Source: an optimization exercise on an open RTL-to-GDS flow (aim: small area, a short achievable clock period and few clock cycles per item). Production flows keep margins and buffers that such runs may drop.
RTL that was checked went through simulation tests only; none was proved equivalent to the original.
Power is estimated from default activity; no workload was simulated.

## v6
==> flow/design.v <==
module muldiv_seq #(
    parameter int XLEN = 64
) (
    input  logic            clk,
    input  logic            reset,
    input  logic            start_i,
    input  logic [3:0]      op_i,
    input  logic [XLEN-1:0] a_i,
    input  logic [XLEN-1:0] b_i,
    input  logic            flush_i,
    input  logic            ack_i,
    output logic            busy_o,
    output logic            stall_o,
    output logic            done_o,
    output logic [XLEN-1:0] result_o,
    output logic [1:0]      dbg_state_o
);
    logic busy_q, done_q;
    logic ph_mul_q, ph_prep_q, ph_div_q, ph_fix_q;
    logic w_q, rem_q, sa_q, sb_q, negres_q;
    logic b1one_q, b1two_q, b1neg_q, b2one_q, b2two_q, b2neg_q;
    logic cx_q, asel_y_q, aselz_q, ainv_q;
    logic [5:0]  jd_q, cnt_q;
    logic [64:0] r_q;    
    logic [64:0] x_q;    
    logic [63:0] y_q;    
    function automatic logic [64:0] wsext(input logic w, input logic [64:0] v);
        wsext = w ? {{33{v[31]}}, v[31:0]} : v;
    endfunction
    function automatic logic [6:0] lzc64(input logic [63:0] v);
        logic [31:0][1:0] c1;
        logic [15:0][2:0] c2;
        logic [7:0][3:0]  c3;
        logic [3:0][4:0]  c4;
        logic [1:0][5:0]  c5;
        for (int i = 0; i < 32; i++)
            c1[i] = v[2*i+1] ? 2'd0 : (v[2*i] ? 2'd1 : 2'd2);
        for (int i = 0; i < 16; i++)
            c2[i] = c1[2*i+1][1] ? {c1[2*i][1], ~c1[2*i][1], c1[2*i][0]}
                                 : {1'b0, c1[2*i+1]};
        for (int i = 0; i < 8; i++)
            c3[i] = c2[2*i+1][2] ? {c2[2*i][2], ~c2[2*i][2], c2[2*i][1:0]}
                                 : {1'b0, c2[2*i+1]};
        for (int i = 0; i < 4; i++)
            c4[i] = c3[2*i+1][3] ? {c3[2*i][3], ~c3[2*i][3], c3[2*i][2:0]}
                                 : {1'b0, c3[2*i+1]};
        for (int i = 0; i < 2; i++)
            c5[i] = c4[2*i+1][4] ? {c4[2*i][4], ~c4[2*i][4], c4[2*i][3:0]}
                                 : {1'b0, c4[2*i+1]};
        lzc64 = c5[1][5] ? {c5[0][5], ~c5[0][5], c5[0][4:0]} : {1'b0, c5[1]};
    endfunction
    function automatic logic [2:0] booth(input logic hi, input logic lo, input logic prev);
        booth = {lo ^ prev,
                 (hi & ~lo & ~prev) | (~hi & lo & prev),
                 hi & ~(lo & prev)};
    endfunction
    logic accept, working;
    logic d_mul, d_w, d_sgn, d_rem, d_legal, d_sx;
    logic [63:0] a_ext, b_ext, ymul, xmul;
    logic [6:0]  ca, cb, cbr;
    logic [7:0]  jdiff;
    logic        swap, d_sa, d_sb, d_bzero, d_early;
    logic [7:0]  ga, gb, ta, tb;
    logic [2:0]  d_bt1, d_bt2;
    always_comb begin
        accept  = !busy_q && start_i && !flush_i;
        working = busy_q && !done_q;
        d_mul   = (op_i == 4'd0) || (op_i == 4'd1);
        d_w     = (op_i == 4'd1) || (op_i == 4'd6) || (op_i == 4'd7) ||
                  (op_i == 4'd8) || (op_i == 4'd9);
        d_sgn   = (op_i == 4'd2) || (op_i == 4'd4) || (op_i == 4'd6) || (op_i == 4'd8);
        d_rem   = (op_i == 4'd4) || (op_i == 4'd5) || (op_i == 4'd8) || (op_i == 4'd9);
        d_legal = (op_i <= 4'd9);
        d_sx    = d_sgn || d_mul;
        a_ext   = d_w ? {{32{d_sx & a_i[31]}}, a_i[31:0]} : a_i;
        b_ext   = d_w ? {{32{d_sx & b_i[31]}}, b_i[31:0]} : b_i;
        d_sa    = d_sgn & a_ext[63];
        d_sb    = d_sgn & b_ext[63];
        ca    = lzc64(a_ext ^ {64{d_sx & a_ext[63]}});
        cbr   = lzc64(b_ext ^ {64{d_sx & b_ext[63]}});
        cb    = cbr[6] ? 7'd63 : cbr;
        for (int k = 0; k < 8; k++) begin
            ga[k] = (a_ext[8*k +: 8] == {8{a_ext[63]}});
            gb[k] = (b_ext[8*k +: 8] == {8{b_ext[63]}});
        end
        ta[7] = ga[7];
        tb[7] = gb[7];
        for (int k = 6; k >= 0; k--) begin
            ta[k] = ta[k+1] & ga[k];
            tb[k] = tb[k+1] & gb[k];
        end
        swap  = |(tb & ~ta);
        jdiff   = {2'b00, cb[5:0]} + {7'd0, d_sa} - {1'b0, ca};
        d_bzero = (b_ext == 64'd0);
        d_early = jdiff[7] | d_bzero;
        ymul  = (d_mul && swap) ? b_ext : a_ext;
        xmul  = swap ? a_ext : b_ext;
        d_bt1 = booth(ymul[1], ymul[0], 1'b0);
        d_bt2 = booth(ymul[3], ymul[2], ymul[1]);
    end
    logic [65:0] op_a, sel1, sel2, op1, op2, cs_s, cs_c, sum;
    logic [65:0] x66;
    always_comb begin
        x66  = {x_q[64], x_q};
        op_a = (aselz_q ? 66'd0 : (asel_y_q ? {2'b00, y_q} : {r_q[64], r_q}))
               ^ {66{ainv_q}};
        sel1 = b1one_q ? x66 : (b1two_q ? {x66[64:0], 1'b0} : 66'd0);
        sel2 = b2one_q ? {x66[63:0], 2'b00} : (b2two_q ? {x66[62:0], 3'b000} : 66'd0);
        op1  = sel1 ^ {66{b1neg_q}};
        op2  = sel2 ^ {66{b2neg_q}};
        cs_s = op_a ^ op1 ^ op2;
        cs_c = {((op_a & op1) | (op_a & op2) | (op1 & op2)), b1neg_q};
        sum  = cs_s + cs_c[65:0] + {65'd0, b2neg_q | cx_q};
    end
    logic mul_last, div_last, rneg, wfin;
    logic [2:0] n_bt1, n_bt2;
    always_comb begin
        mul_last = (&y_q[63:3]) | ~(|y_q[63:3]);
        div_last = (cnt_q == 6'd0);
        rneg     = sum[64];
        n_bt1    = booth(y_q[5], y_q[4], y_q[3]);
        n_bt2    = booth(y_q[7], y_q[6], y_q[5]);
        wfin     = w_q & (ph_fix_q | (ph_mul_q & mul_last) | (ph_div_q & rem_q & div_last));
    end
    always_ff @(posedge clk) begin
        if (!reset) begin
            busy_q    <= 1'b0;
            done_q    <= 1'b0;
            ph_mul_q  <= 1'b0;
            ph_prep_q <= 1'b0;
            ph_div_q  <= 1'b0;
            ph_fix_q  <= 1'b0;
        end else if (accept) begin
            busy_q    <= 1'b1;
            done_q    <= !d_legal;
            ph_mul_q  <= d_legal && d_mul;
            ph_prep_q <= d_legal && !d_mul && !d_early;
            ph_div_q  <= 1'b0;
            ph_fix_q  <= d_legal && !d_mul && d_early;
        end else if (working && flush_i) begin
            busy_q    <= 1'b0;
            ph_mul_q  <= 1'b0;
            ph_prep_q <= 1'b0;
            ph_div_q  <= 1'b0;
            ph_fix_q  <= 1'b0;
        end else if (done_q) begin
            if (ack_i || flush_i) begin
                busy_q <= 1'b0;
                done_q <= 1'b0;
            end
        end else begin
            if (ph_mul_q && mul_last) begin
                ph_mul_q <= 1'b0;
                done_q   <= 1'b1;
            end
            if (ph_prep_q) begin
                ph_prep_q <= 1'b0;
                ph_div_q  <= 1'b1;
            end
            if (ph_div_q && div_last) begin
                ph_div_q <= 1'b0;
                if (!rem_q || rneg || negres_q) ph_fix_q <= 1'b1;
                else done_q <= 1'b1;
            end
            if (ph_fix_q) begin
                ph_fix_q <= 1'b0;
                done_q   <= 1'b1;
            end
        end
    end
    always_ff @(posedge clk) begin
        if (accept) begin
            w_q      <= d_w;
            rem_q    <= d_rem;
            sa_q     <= d_sa;
            sb_q     <= d_sb;
            negres_q <= d_rem ? d_sa : (d_sa ^ d_sb);
            jd_q     <= d_mul ? 6'd4 : jdiff[5:0];   
            r_q      <= 65'd0;
            x_q      <= d_mul ? {xmul[63], xmul} : {d_sb, b_ext};
            y_q      <= ymul;
            {b1one_q, b1two_q, b1neg_q} <= d_mul ? d_bt1 : 3'b000;
            {b2one_q, b2two_q, b2neg_q} <= d_mul ? d_bt2 : 3'b000;
            cx_q     <= !d_mul && !d_early && d_sa;
            ainv_q   <= !d_mul && (d_early ? (!d_rem && d_bzero) : d_sa);
            aselz_q  <= !d_mul && d_early && !d_rem;
            asel_y_q <= !d_mul;
        end else begin
            if (ph_mul_q)       y_q <= {{4{y_q[63]}}, y_q[63:4]};
            else if (ph_prep_q) y_q <= 64'd0;
            else                y_q <= {y_q[62:0], ~rneg};
        end
        if (!accept && working) begin
            r_q <= wsext(wfin, {sum[64] & ~ph_prep_q, sum[63:0]});
            if (ph_mul_q) begin
                x_q <= x_q << jd_q;
                {b1one_q, b1two_q, b1neg_q} <= n_bt1;
                {b2one_q, b2two_q, b2neg_q} <= n_bt2;
            end
            if (ph_prep_q) begin
                asel_y_q <= 1'b0;
                x_q     <= x_q << jd_q;
                cnt_q   <= jd_q;
                b1one_q <= 1'b1;
                b1neg_q <= ~sb_q;
                cx_q    <= 1'b0;
                ainv_q  <= 1'b0;
            end
            if (ph_div_q) begin
                if (!div_last) begin
                    x_q     <= {x_q[64], x_q[64:1]};
                    cnt_q   <= cnt_q - 6'd1;
                    b1neg_q <= ~rneg ^ sb_q;
                end else begin
                    asel_y_q <= !rem_q;
                    ainv_q   <= negres_q;
                    cx_q     <= negres_q;
                    b1one_q  <= rem_q && rneg;
                    b1neg_q  <= rem_q && rneg && (negres_q ^ sb_q);
                end
            end
        end
    end
    always_comb begin
        busy_o      = busy_q;
        done_o      = done_q;
        stall_o     = accept || working;
        result_o    = r_q[63:0];
        dbg_state_o = {done_q, working};
    end
endmodule
export LEC_CHECK = 0
export CAP_MARGIN = 20
export CORE_MARGIN = 2
export CORE_UTILIZATION = 40
export SETUP_SLACK_MARGIN = 1.5
export SLEW_MARGIN = 20
create_clock -name core_clock -period 7.0 [get_ports {clk}]
run.sh (not shown) runs the stock make flow with config.mk's settings and CLKGATE_MAP_FILE= SYNTH_SCRIPT=/design/flow/synth_recipe.tcl, a recipe that flattens the netlist after the stock synthesis.
v6: all stages complete, timing, DRC and antenna checks passed
Testbench counts of v6, summed over its fixed seeds: cycles 17,377, ops 1,920.
Inputs modified between v6 and v7:
--- a/flow/design.v
+++ b/flow/design.v
@@ -20,7 +20,8 @@
     logic w_q, rem_q, sa_q, sb_q, negres_q;
     logic b1one_q, b1two_q, b1neg_q, b2one_q, b2two_q, b2neg_q;
     logic cx_q, asel_y_q, aselz_q, ainv_q;
-    logic [5:0]  jd_q, cnt_q;
+    logic [6:0]  jd_q;
+    logic [5:0]  cnt_q, sh;
     logic [64:0] r_q;    
     logic [64:0] x_q;    
     logic [63:0] y_q;    
@@ -60,7 +61,7 @@
     logic [6:0]  ca, cb, cbr;
     logic [7:0]  jdiff;
     logic        swap, d_sa, d_sb, d_bzero, d_early;
-    logic [7:0]  ga, gb, ta, tb;
+    logic [7:0]  ga, gb, ta, tb, tas;
     logic [2:0]  d_bt1, d_bt2;
     always_comb begin
         accept  = !busy_q && start_i && !flush_i;
@@ -80,8 +81,8 @@
         cbr   = lzc64(b_ext ^ {64{d_sx & b_ext[63]}});
         cb    = cbr[6] ? 7'd63 : cbr;
         for (int k = 0; k < 8; k++) begin
-            ga[k] = (a_ext[8*k +: 8] == {8{a_ext[63]}});
-            gb[k] = (b_ext[8*k +: 8] == {8{b_ext[63]}});
+            ga[k] = (a_ext[8*k +: 8] == {8{d_sx & a_ext[63]}});
+            gb[k] = (b_ext[8*k +: 8] == {8{d_sx & b_ext[63]}});
         end
         ta[7] = ga[7];
         tb[7] = gb[7];
@@ -92,7 +93,10 @@
         swap  = |(tb & ~ta);
         jdiff   = {2'b00, cb[5:0]} + {7'd0, d_sa} - {1'b0, ca};
         d_bzero = (b_ext == 64'd0);
-        d_early = jdiff[7] | d_bzero;
+        tas[0] = ta[0] & ~d_sa;
+        for (int k = 1; k < 8; k++)
+            tas[k] = ta[k] & (~d_sa | a_ext[8*k-1]);
+        d_early = |(tas & ~tb) | d_bzero;
         ymul  = (d_mul && swap) ? b_ext : a_ext;
         xmul  = swap ? a_ext : b_ext;
         d_bt1 = booth(ymul[1], ymul[0], 1'b0);
@@ -120,6 +124,7 @@
         rneg     = sum[64];
         n_bt1    = booth(y_q[5], y_q[4], y_q[3]);
         n_bt2    = booth(y_q[7], y_q[6], y_q[5]);
+        sh       = jd_q[6] ? 6'd0 : jd_q[5:0];
         wfin     = w_q & (ph_fix_q | (ph_mul_q & mul_last) | (ph_div_q & rem_q & div_last));
     end
     always_ff @(posedge clk) begin
@@ -175,7 +180,7 @@
             sa_q     <= d_sa;
             sb_q     <= d_sb;
             negres_q <= d_rem ? d_sa : (d_sa ^ d_sb);
-            jd_q     <= d_mul ? 6'd4 : jdiff[5:0];   
+            jd_q     <= d_mul ? 7'd4 : {jdiff[7], jdiff[5:0]};   
             r_q      <= 65'd0;
             x_q      <= d_mul ? {xmul[63], xmul} : {d_sb, b_ext};
             y_q      <= ymul;
@@ -193,14 +198,14 @@
         if (!accept && working) begin
             r_q <= wsext(wfin, {sum[64] & ~ph_prep_q, sum[63:0]});
             if (ph_mul_q) begin
-                x_q <= x_q << jd_q;
+                x_q <= x_q << sh;
                 {b1one_q, b1two_q, b1neg_q} <= n_bt1;
                 {b2one_q, b2two_q, b2neg_q} <= n_bt2;
             end
             if (ph_prep_q) begin
                 asel_y_q <= 1'b0;
-                x_q     <= x_q << jd_q;
-                cnt_q   <= jd_q;
+                x_q     <= x_q << sh;
+                cnt_q   <= sh;
                 b1one_q <= 1'b1;
                 b1neg_q <= ~sb_q;
                 cx_q    <= 1'b0;
Notes after the runs:
The setup slack in v7 was higher than what v6 gave. v7 ends up with a critical path depth in cells that is 11 lower than in v6. Min share of cell area taken by muxes after synthesis across v7 and v6: v7. Compared with v6, v7 is the more power-hungry design. Cmp v7 and v6 / clock network fraction of design power / higher: v6. The cell-internal power of v7 was inferior to that of v6. Part of the cycle the worst path needs in v7 is 2.4 points below v6. v7 vs v6, clock-buffer cell count went up by 15%. v7 ended with more share of total power in combinational logic than v6.
Function not checked in v7: the RTL went through the layout flow alone.

-- re-timing with driven ports --
Ports are ideal in the flow. The routed layouts listed here were re-timed in OpenROAD. Step 1: set_driving_cell puts a clkbuf_16 on clk and a buf_2 on each other input, an assumption about the parent block. Step 2 moves the port delays by t, midway between the first and last clock arrival at a register: inputs arrive t later, outputs are due t later. That takes back most of the time a late clock gives input paths. Three values: ideal ports, drivers, drivers and shift; two values: the first two.
run | t (ns) | setup WS [ns] | worst hold slack (ns) | worst slew at a driven data input, ns
v6 | 0.646 | 1.449 / 1.466 / 0.820 | 0.577 / 0.577 / 0.577 | 0.12
v7 | 0.653 | 1.615 / 1.640 / 0.988 | 0.546 / 0.546 / 0.546 | 0.06
After both steps every run listed still meets setup and hold. For v6, which loses most, drivers alone change the setup slack by +0.017 ns; drivers and shift together by -0.629 ns.
